Background: an optimization exercise with open tools, aiming at small area, a short achievable clock period and few clock cycles per item. Do not read the settings as production practice. RTL that was checked went through simulation tests only; none was proved equivalent to the original. Power is estimated from default activity; no workload was simulated.

// pixel_frame_statistics_unit
module pixel_frame_statistics_unit #(
    parameter int MAX_WIDTH  = 4096,
    parameter int MAX_HEIGHT = 4096
) (
    input  logic        i_clk,
    input  logic        i_rst_n,
    input  logic        i_cfg_we,
    input  logic [12:0] i_cfg_wdata,
    input  logic        i_pix_valid,
    output logic        o_pix_ready,
    input  logic [24:0] i_pix,
    output logic        o_rpt_valid,
    input  logic        i_rpt_ready,
    output logic [50:0] o_rpt
);
clock: 4.5 ns
lec_check: 0
abc_area: 1
cap_margin: 20
core_margin: 2
core_utilization: 65
cts_buf_list: sky130_fd_sc_hd__clkbuf_16
cts_cluster_diameter: 80
cts_cluster_size: 20
place_density: 0.8
setup_slack_margin: 2.0
slew_margin: 20
tns_end_percent: 10
standard.sh (not shown) runs the stock make flow with config.mk's settings and CLKGATE_MAP_FILE= SYNTH_SCRIPT=/design/flow/synth_recipe.tcl, a recipe that flattens the netlist after the stock synthesis.
==> flow/flow/run.sh <==
#!/bin/bash
# The standard layout (the standard.sh, standard synthesis unchanged), with
# one change: the port buffers that placement inserts are sky130_fd_sc_hd__buf_2
# cells instead of the delay cells buffer_ports picks by default. Every input and
# output port still gets its own buffer; the resizer may still resize them.
set -euo pipefail
export BUFFER_PORTS_ARGS="-buffer_cell sky130_fd_sc_hd__buf_2"
bash standard.sh finish > standard_make.log 2>&1
Testbench counts at the start, summed over its fixed seeds: cycles 32,511, pixels 31,687.
Rerun with:
- CTS_BUF_LIST: sky130_fd_sc_hd__clkbuf_16 -> sky130_fd_sc_hd__clkbuf_8
- CTS_CLUSTER_DIAMETER: 80 -> 50
- CTS_CLUSTER_SIZE: 20 -> 12
- SETUP_SLACK_MARGIN: 2.0 -> 3.0
Result: Die area is unchanged; routed wire length grows by 13%; register-to-register slack is better by 180 ps; flip-flop and latch count stays the same; total power rises by 6.9%; setup slack improves by 220 ps; maximum frequency is higher by about 10%.
Rerun with:
- CORE_UTILIZATION: 65 -> 60
- CTS_BUF_LIST: sky130_fd_sc_hd__clkbuf_8 -> sky130_fd_sc_hd__clkbuf_16
- CTS_CLUSTER_DIAMETER: 50 -> 80
- CTS_CLUSTER_SIZE: 12 -> 20
- PLACE_DENSITY: 0.8 -> 0.7
- SETUP_SLACK_MARGIN: 3.0 -> 2.5
Outcome:
- The changed run ran to the end with no violations
- wire length is lower by 9.1%
- register-to-register slack gets better by 110 ps
- sequential power hardly moves
- fmax barely changes
- combinational power drops by about 1%
- global-route usage drops by 3.4 points
- via count is lower by 4.8%
- worst hold slack improved by 29 ps
- power came out lower by 4.9%
- non-clock buffer count went down by 1
- worst setup slack improved by 5.4 ps

* * *

pixel_frame_statistics_unit, a different RTL version from the one above (not shown whole).
Size in the first run: about 240 flip-flops, roughly 96 I/O pins, about 11,000 sq um of cells after synthesis.
==> flow/config.mk <==
export PLATFORM = sky130hd
export DESIGN_NAME = pixel_frame_statistics_unit
export DESIGN_NICKNAME = pixel_frame_statistics_unit
export VERILOG_FILES = /design/flow/design.v
export SDC_FILE = /design/flow/constraint.sdc
export NUM_CORES = 4
export LEC_CHECK = 0
export ABC_AREA = 1
export CAP_MARGIN = 20
export CORE_MARGIN = 2
export CORE_UTILIZATION = 65
export CTS_BUF_LIST = sky130_fd_sc_hd__clkbuf_16
export CTS_CLUSTER_DIAMETER = 80
export CTS_CLUSTER_SIZE = 20
export PLACE_DENSITY = 0.8
export SETUP_SLACK_MARGIN = 2.0
export SLEW_MARGIN = 20
==> flow/constraint.sdc <==
create_clock -name core_clock -period 4.5 [get_ports {i_clk}]
set_input_delay 0.9000 -clock core_clock [delete_from_list [all_inputs] [get_ports {i_clk}]]
set_output_delay 0.9000 -clock core_clock [all_outputs]
set_load 0.01 [all_outputs]
run.sh (not shown) runs the stock make flow with config.mk's settings and CLKGATE_MAP_FILE= SYNTH_SCRIPT=/design/flow/synth_recipe.tcl, a recipe that flattens the netlist after the stock synthesis.
Stock flow here: none of the scripts above is used.
The starting point finished with timing, DRC and antenna clean.
Change:
SETUP_SLACK_MARGIN = 2.5   (was 2.0)
TNS_END_PERCENT = 10   (was unset)
Result:
- design area grows by a few percent
- clock power barely changes
- die area is unchanged
Change:
SETUP_SLACK_MARGIN = 3.0   (was 2.5)
Utilization went up by 0.43 points.
Cell count barely changes.
Synthesized area stays the same.
Function was not checked in any run of this note: the RTL went through the layout flow alone.

* * *

== before ==
Another version of the RTL of pixel_frame_statistics_unit (not shown whole).
Size: roughly 1200 cells after synthesis, about 12000 µm² of cells after synthesis.
clock: 4.5 ns
lec_check: 0
abc_area: 1
cap_margin: 20
core_margin: 2
core_utilization: 65
place_density: 0.8
setup_slack_margin: 2.5
slew_margin: 20
Testbench counts of before, summed over its fixed seeds: cycles 32,687, pixels 31,687.
Setup changes, before to after
Settings: CTS_BUF_LIST now sky130_fd_sc_hd__clkbuf_16, previously not set; CTS_CLUSTER_SIZE now 20, previously not set; CTS_CLUSTER_DIAMETER now 80, previously not set.
Changes observed in after relative to before: worst-case vdd ir drop fell 0.017 mV; wire length decreased 1800 µm.
The lower final area of after and before is in after.
Relative to before, after improves smallest setup slack after layout.

* * *

Setup of job 7865:
Another version of the RTL of pixel_frame_statistics_unit (not shown whole).
Size: about 1200 cells after synthesis, ~240 flip-flops, about 96 I/O pins, about 11000 um^2 of cells after synthesis.
make LEC_CHECK=0 ABC_AREA=1 CAP_MARGIN=20 CORE_MARGIN=2 CORE_UTILIZATION=70 CTS_BUF_LIST=sky130_fd_sc_hd__clkbuf_8 CTS_CLUSTER_DIAMETER=50 CTS_CLUSTER_SIZE=12 PLACE_DENSITY=0.85 SETUP_SLACK_MARGIN=3.0 SLEW_MARGIN=20 TNS_END_PERCENT=10 finish   # period 4.5 ns
Job 7865 ended with every stage complete and zero timing, DRC or antenna violations.
Testbench counts of job 7865, summed over its fixed seeds: cycles 32,511, pixels 31,687.
diff inputs: job 7865 => job 4293
- swapping 50 for 80 in CTS_CLUSTER_DIAMETER
- swapping 0.85 for 0.8 in PLACE_DENSITY
- swapping 12 for 20 in CTS_CLUSTER_SIZE
- swapping 70 for 65 in CORE_UTILIZATION
- swapping sky130_fd_sc_hd__clkbuf_8 for sky130_fd_sc_hd__clkbuf_16 in CTS_BUF_LIST
==> flow/flow/run.sh (new file) <==
#!/bin/bash
# The standard layout (the standard.sh, standard synthesis unchanged), with
# one change: the port buffers that placement inserts are sky130_fd_sc_hd__buf_2
# cells instead of the delay cells buffer_ports picks by default. Every input and
# output port still gets its own buffer; the resizer may still resize them.
set -euo pipefail
export BUFFER_PORTS_ARGS="-buffer_cell sky130_fd_sc_hd__buf_2"
bash standard.sh finish > standard_make.log 2>&1
==> flow/standard.sh (new file) <==
#!/bin/bash
# synth_recipe.tcl (not shown) runs the flow's synth.tcl, then flattens the netlist and writes it again
# the make line also repeats each setting of config.mk as NAME=value (left out here)
make -C /OpenROAD-flow-scripts/flow DESIGN_CONFIG=/design/flow/config.mk WORK_HOME=/design/flow/orfs CLKGATE_MAP_FILE= SYNTH_SCRIPT=/design/flow/synth_recipe.tcl "${@:-finish}"
removed: flow/run.sh
[summary]
- The worst supply voltage drop on vdd of job 4293 was superior to that of job 7865.
- Going from job 7865 to job 4293, post-route met1 wirelength shrank by a few percent.
- Summary of job 4293 over job 7865: share of post-route cells with drive strength above 1 dropped 1.8 points, sequential power share climbed 1.0 points, y dimension of the die climbed 3.7%.
- Job 4293 gives less number of buffers inserted during clock tree synthesis than job 7865 did.
diff inputs: job 4293 => job 9953
- a change of CORE_UTILIZATION from 65 to 72
- a change of SETUP_SLACK_MARGIN from 3.0 to 2.5
- a change of CTS_CLUSTER_DIAMETER from 80 to 50
- a change of CTS_CLUSTER_SIZE from 20 to 12
- a change of PLACE_DENSITY from 0.8 to 0.85
- a change of CTS_BUF_LIST from sky130_fd_sc_hd__clkbuf_16 to sky130_fd_sc_hd__clkbuf_8
### Flow results
Between job 4293 and job 9953, the sequential power does not differ in any meaningful way.
In job 9953, the final instance area came out about 3% below the value in job 4293.
flop to flop as the path class of the lowest-slack min-delay path was reported by job 4293, and input port to flop by job 9953.
Job 4293 -> job 9953: total power divided by cell area flat
The minimum setup slack in the final design of job 9953 is lower than that of job 4293.
## Diff of input files: job 5240 against job 9953
- SETUP_SLACK_MARGIN now 3.0, was 2.5
- CTS_CLUSTER_DIAMETER now 80, was 50
- CORE_UTILIZATION now 65, was 72
- CTS_BUF_LIST now sky130_fd_sc_hd__clkbuf_16, was sky130_fd_sc_hd__clkbuf_8
- CTS_CLUSTER_SIZE now 20, was 12
- PLACE_DENSITY now 0.8, was 0.85
==> flow/run.sh (new file) <==
#!/bin/bash
# synth_recipe.tcl (not shown) runs the flow's synth.tcl, then flattens the netlist and writes it again
# the make line also repeats each setting of config.mk as NAME=value (left out here)
make -C /OpenROAD-flow-scripts/flow DESIGN_CONFIG=/design/flow/config.mk WORK_HOME=/design/flow/orfs CLKGATE_MAP_FILE= SYNTH_SCRIPT=/design/flow/synth_recipe.tcl finish
removed: flow/flow/run.sh
removed: flow/standard.sh
[summary]
Of the two values seen for standard cell with the maximum stage delay on the critical path, sky130_fd_sc_hd__nor2_1 was produced by job 9953 and sky130_fd_sc_hd__fa_1 by job 5240.
Fmax sits higher in job 5240 than in job 9953.
[job 5240 vs job 9953] met1 demand-to-capacity share in global routing: higher in job 5240
Minimum hold slack: job 5240 vs job 9953 — no meaningful difference
Insertion delay to the later sink of the worst-skew pair (higher): job 9953
Row portion of the clock cycle consumed by the worst path in the final layout: job 5240 lower / job 9953 higher
Job 5240 gives more register-to-register slack than job 9953 did.
Job 5240 vs job 9953 — detailed-routed wire length on met3 rose 910 um.
Max fill cell instance count of the final layout across job 5240 and job 9953: job 9953
Job 5240 vs. job 9953: number of standard cells in the layout, taps in and fillers out saw an increase, worst slew slack as a fraction of its limit saw an increase.

* * *

== lane 1 ==
The RTL this note starts from:
==> flow/design.v <==
module pixel_frame_statistics_unit #(
    parameter int MAX_WIDTH  = 4096,
    parameter int MAX_HEIGHT = 4096
) (
    input  logic        i_clk,
    input  logic        i_rst_n,
    input  logic        i_cfg_we,
    input  logic [12:0] i_cfg_wdata,
    input  logic        i_pix_valid,
    output logic        o_pix_ready,
    input  logic [24:0] i_pix,
    output logic        o_rpt_valid,
    input  logic        i_rpt_ready,
    output logic [50:0] o_rpt
);
    logic [11:0] r_wm1;
    logic [11:0] r_col, r_row;
    logic [11:0] n_col;
    logic        r_first;               
    logic        r_ready;               
    logic        r_rep;                 
    logic [1:0]  r_kind;
    logic        r_last;                
    logic [23:0] r_bpos, r_dpos;        
    logic [23:0] r_bpix, r_dpix;        
    logic [9:0]  r_bsum, r_dsum;
    logic [23:0] r_max, r_min;          
    logic        p_valid;               
    logic [24:0] p_pix;
    logic [9:0]  p_sum;
    logic        p_wrap;                
    logic        accept, fold, taken;
    logic [9:0]  sum;
    logic        upd_b, upd_d;
    logic [2:0]  upd_max, upd_min;
    assign o_pix_ready = r_ready || (r_last && i_rpt_ready);
    assign accept      = i_pix_valid && o_pix_ready;
    assign fold        = p_valid;
    assign taken       = r_rep && i_rpt_ready;
    assign o_rpt_valid = r_rep;
    assign o_rpt       = {r_kind, r_bpos, r_bpix, r_last};
    function automatic logic gt_tree(input logic [15:0] a, input logic [15:0] b, input int n);
        logic [15:0] g, e;
        for (int i = 0; i < 16; i++) begin
            g[i] = (i < n) && a[i] && !b[i];
            e[i] = (i >= n) || !(a[i] ^ b[i]);
        end
        for (int d = 1; d < 16; d = d * 2) begin
            for (int i = 0; i + d < 16; i = i + 2 * d) begin
                g[i] = g[i + d] || (e[i + d] && g[i]);
                e[i] = e[i + d] && e[i];
            end
        end
        gt_tree = g[0];
    endfunction
    always_comb begin : b_sum
        logic [7:0] x, y, z;
        logic [8:0] cs, cc;             
        logic [8:0] g, t, p, gg, tt;
        x  = i_pix[24:17];
        y  = i_pix[16:9];
        z  = i_pix[8:1];
        cs = {1'b0, x ^ y ^ z};
        cc = {(x & y) | (x & z) | (y & z), 1'b0};
        g  = cs & cc;
        t  = cs | cc;
        p  = cs ^ cc;
        gg[0] = g[0];
        tt[0] = t[0];
        for (int i = 1; i < 9; i++) begin
            gg[i] = g[i] | ((t[i] & cs[i - 1]) & cc[i - 1]);
            tt[i] = t[i] & t[i - 1];
        end
        for (int d = 2; d < 9; d = d * 2) begin
            for (int i = 8; i >= d; i--) begin
                gg[i] = gg[i] | (tt[i] & gg[i - d]);
                tt[i] = tt[i] & tt[i - d];
            end
        end
        sum[0]   = p[0];
        sum[8:1] = p[8:1] ^ gg[7:0];
        sum[9]   = gg[8];
    end
    always_comb begin
        n_col = r_col;
        if (fold) begin
            if (p_pix[0] || p_wrap) n_col = '0;
            else                    n_col = r_col + 12'd1;
        end
    end
    always_ff @(posedge i_clk) begin
        p_pix  <= i_pix;
        p_sum  <= sum;
        if (fold && (p_pix[0] || p_wrap)) p_wrap <= r_wm1 == 12'd0;
        else p_wrap <= r_col >= r_wm1 || (fold && r_col + 12'd1 == r_wm1);
        if (!i_rst_n) p_valid <= 1'b0;
        else          p_valid <= accept;
    end
    always_ff @(posedge i_clk) begin
        if (!i_rst_n) begin
            r_wm1 <= 12'd639;
        end else if (i_cfg_we) begin
            if (i_cfg_wdata[12])
                r_wm1 <= 12'd4095;
            else if (i_cfg_wdata[11:0] == 12'd0)
                r_wm1 <= 12'd0;
            else
                r_wm1 <= i_cfg_wdata[11:0] - 12'd1;
        end
    end
    always_ff @(posedge i_clk) begin
        if (!i_rst_n) begin
            r_col   <= '0;
            r_row   <= '0;
            r_first <= 1'b1;
            r_ready <= 1'b1;
            r_rep   <= 1'b0;
            r_kind  <= 2'd0;
            r_last  <= 1'b0;
        end else begin
            r_col <= n_col;
            if (taken) begin
                r_kind <= r_kind + 2'd1;
                r_last <= r_kind == 2'd2;
                if (r_last) begin
                    r_rep   <= 1'b0;
                    r_ready <= 1'b1;
                end
            end
            if (accept && i_pix[0]) r_ready <= 1'b0;
            if (fold) begin
                r_first <= p_pix[0];
                if (p_pix[0]) begin
                    r_row <= '0;
                    r_rep <= 1'b1;
                end else if (p_wrap && r_row != 12'd4095) begin
                    r_row <= r_row + 12'd1;
                end
            end
        end
    end
    assign upd_b = fold && (r_first || gt_tree(16'(p_sum), 16'(r_bsum), 10));
    assign upd_d = fold && (r_first || gt_tree(16'(r_dsum), 16'(p_sum), 10));
    for (genvar i = 0; i < 3; i++) begin : g_ch
        assign upd_max[i] = fold && (r_first || gt_tree(16'(p_pix[8*i+1 +: 8]), 16'(r_max[8*i +: 8]), 8));
        assign upd_min[i] = fold && (r_first || gt_tree(16'(r_min[8*i +: 8]), 16'(p_pix[8*i+1 +: 8]), 8));
    end
    always_ff @(posedge i_clk) begin
        if (r_rep) begin
            if (i_rpt_ready) begin
                r_bpos <= r_dpos;
                r_bpix <= r_dpix;
                r_dpos <= '0;
                r_dpix <= r_max;
                r_max  <= r_min;
            end
        end else begin
            if (upd_b) begin
                r_bpos <= {r_col, r_row};
                r_bpix <= p_pix[24:1];
                r_bsum <= p_sum;
            end
            if (upd_d) begin
                r_dpos <= {r_col, r_row};
                r_dpix <= p_pix[24:1];
                r_dsum <= p_sum;
            end
            for (int i = 0; i < 3; i++) begin
                if (upd_max[i]) r_max[8*i +: 8] <= p_pix[8*i+1 +: 8];
                if (upd_min[i]) r_min[8*i +: 8] <= p_pix[8*i+1 +: 8];
            end
        end
    end
endmodule
clock: 4.5 ns
lec_check: 0
abc_area: 1
cap_margin: 20
core_margin: 2
core_utilization: 55
cts_buf_list: sky130_fd_sc_hd__clkbuf_16
cts_cluster_diameter: 80
cts_cluster_size: 20
place_density: 0.65
setup_slack_margin: 2.5
slew_margin: 20
tns_end_percent: 10
standard.sh (not shown) runs the stock make flow with config.mk's settings and CLKGATE_MAP_FILE= SYNTH_SCRIPT=/design/flow/synth_recipe.tcl, a recipe that flattens the netlist after the stock synthesis.
==> flow/flow/run.sh <==
#!/bin/bash
# The standard layout (the standard.sh, standard synthesis unchanged), with
# one change: the port buffers that placement inserts are sky130_fd_sc_hd__buf_2
# cells instead of the delay cells buffer_ports picks by default. Every input and
# output port still gets its own buffer; the resizer may still resize them.
set -euo pipefail
export BUFFER_PORTS_ARGS="-buffer_cell sky130_fd_sc_hd__buf_2"
bash standard.sh finish > standard_make.log 2>&1
Testbench counts of lane 1, summed over its fixed seeds: cycles 32,511, pixels 31,687.
Relative to lane 1, the following input files were edited for lane 2:
Settings: changing CTS_BUF_LIST from sky130_fd_sc_hd__clkbuf_16 to sky130_fd_sc_hd__clkbuf_8; changing CTS_CLUSTER_DIAMETER from 80 to 50; changing CTS_CLUSTER_SIZE from 20 to 12; changing CORE_UTILIZATION from 55 to 65; changing PLACE_DENSITY from 0.65 to 0.8.
Results
Cell count after placement for lane 2: 50 down relative to lane 1
There was hardly any difference in power drawn by the sequential cells between lane 2 and lane 1.
Looking only at post-route worst hold slack, and setting everything else aside, the lower value of lane 2 and lane 1 goes to lane 2.
Sequential share of layout area came out lower on lane 2 than on lane 1.
Inputs modified between lane 2 and lane 3:
Settings: swapping 2.5 for 2.75 in SETUP_SLACK_MARGIN.
Results
- From lane 2 to lane 3 the numbers moved as follows: fraction of power consumed by combinational cells has decreased; sequential share of layout area has remained practically unchanged; cell count has remained practically unchanged; worst-skew pair later-pin latency has increased.
- Final net count essentially unchanged between lane 3 and lane 2.
- Between lane 3 and lane 2, the fmax figures differ only marginally.
- Going from lane 2 to lane 3, sequential power share shrinks by 1.8 points.
- Global-route wire length before repair in lane 3 is 0.66% higher than in lane 2
- Row transition time of the tightest slew-check pin: lane 3 higher / lane 2 lower
- As far as utilization is concerned, lane 2 and lane 3 perform about the same.
- Vertical die dimension: lane 3 vs lane 2 identical
diff inputs: lane 3 => lane 4
Settings: swapping 65 for 60 in CORE_UTILIZATION; swapping 0.8 for 0.7 in PLACE_DENSITY; swapping 2.75 for 2.5 in SETUP_SLACK_MARGIN.
Across lane 4 and lane 3, the outcome is the same: a clean finish for every run. Lane 4: combinational power is about 1% lower than what lane 3 reported. Higher combinational group share of total power was reported by lane 4, not lane 3. Lane 4 vs lane 3 — non-clock buffer count dropped slightly. Compared with lane 3, lane 4 shows a lower clock network fraction of total power. Higher first-pass GRT wire length was reported by lane 3, not lane 4.
[inputs] lane 5 vs lane 4
Settings: swapping 0.7 for 0.8 in PLACE_DENSITY; swapping 60 for 65 in CORE_UTILIZATION; swapping 12 for 20 in CTS_CLUSTER_SIZE; swapping sky130_fd_sc_hd__clkbuf_8 for sky130_fd_sc_hd__clkbuf_16 in CTS_BUF_LIST; swapping 50 for 80 in CTS_CLUSTER_DIAMETER.
Results
Re power: lane 4 was lower than lane 5. Comparing lane 4 with lane 5, the storage element area came out essentially unchanged. Via count of the first global-routing pass in lane 5 is 154 above lane 4. From lane 4 to lane 5 the numbers moved as follows: cell row count decreased by 2 relative to the old numbers, maximum fanout along the worst path closely matched the old numbers, met3 capacity usage during global routing decreased by 0.27 points relative to the old numbers. Going from lane 4 to lane 5, design area shrank slightly. As far as antenna diode count goes, lane 5 and lane 4 are indistinguishable; the numbers are identical. The run showing the greater growth of design area from synthesis to finish is lane 4. Met1 usage: lane 5 vs lane 4 up 3.1 points. Via count: lane 5 and lane 4 compared, lower one is lane 4.

## port drivers added, routing unchanged
The results above use ideal ports. As a check the final layouts listed here were re-extracted and re-timed, cells and wires unchanged. Step 1 (the two cells are an assumption about what drives the block):
set clk [get_ports {i_clk}]
set_driving_cell -lib_cell sky130_fd_sc_hd__clkbuf_16 $clk
set_driving_cell -lib_cell sky130_fd_sc_hd__buf_2 [delete_from_list [all_inputs] $clk]
Step 2 also shifts input and output timing later by t, the mid clock arrival at the registers, as if the neighbouring blocks saw the same clock. Three values: ideal ports, drivers, drivers and shift; two values: the first two.
run	shift t [ns]	slack for setup (ns)	worst slew at a driven data input, ns
the first run of note 1	0.527	2.089 / 2.040 / 1.779	0.04
the second run of note 1	0.605	2.305 / 2.264 / 1.772	0.05
the third run of note 1	0.525	2.310 / 2.269 / 1.841	0.05
the first run of note 2	0.523	2.023 / 2.046 / 1.523	0.07
the second run of note 2	0.531	2.121 / 2.114 / 1.602	0.07
the third run of note 2	0.526	2.140 / 2.137 / 1.611	0.07
before	0.554	2.154 / 2.169 / 1.615	0.06
after	0.536	2.224 / 2.227 / 1.692	0.06
job 7865	0.591	2.116 / 2.110 / 1.519	0.06
job 4293	0.530	2.172 / 2.140 / 1.688	0.06
job 9953	0.574	2.098 / 2.098 / 1.563	0.06
job 5240	0.528	2.121 / 2.120 / 1.597	0.06
lane 1	0.529	2.300 / 2.254 / 1.839	0.06
lane 2	0.589	2.309 / 2.253 / 1.791	0.07
lane 3	0.603	2.305 / 2.264 / 1.806	0.05
lane 4	0.583	2.312 / 2.264 / 1.747	0.06
lane 5	0.521	2.288 / 2.235 / 1.822	0.07
After both steps setup and hold are still met in every run listed. The setup slack of job 7865, which loses most, moves by -0.006 ns with the drivers and by -0.597 ns with both steps.
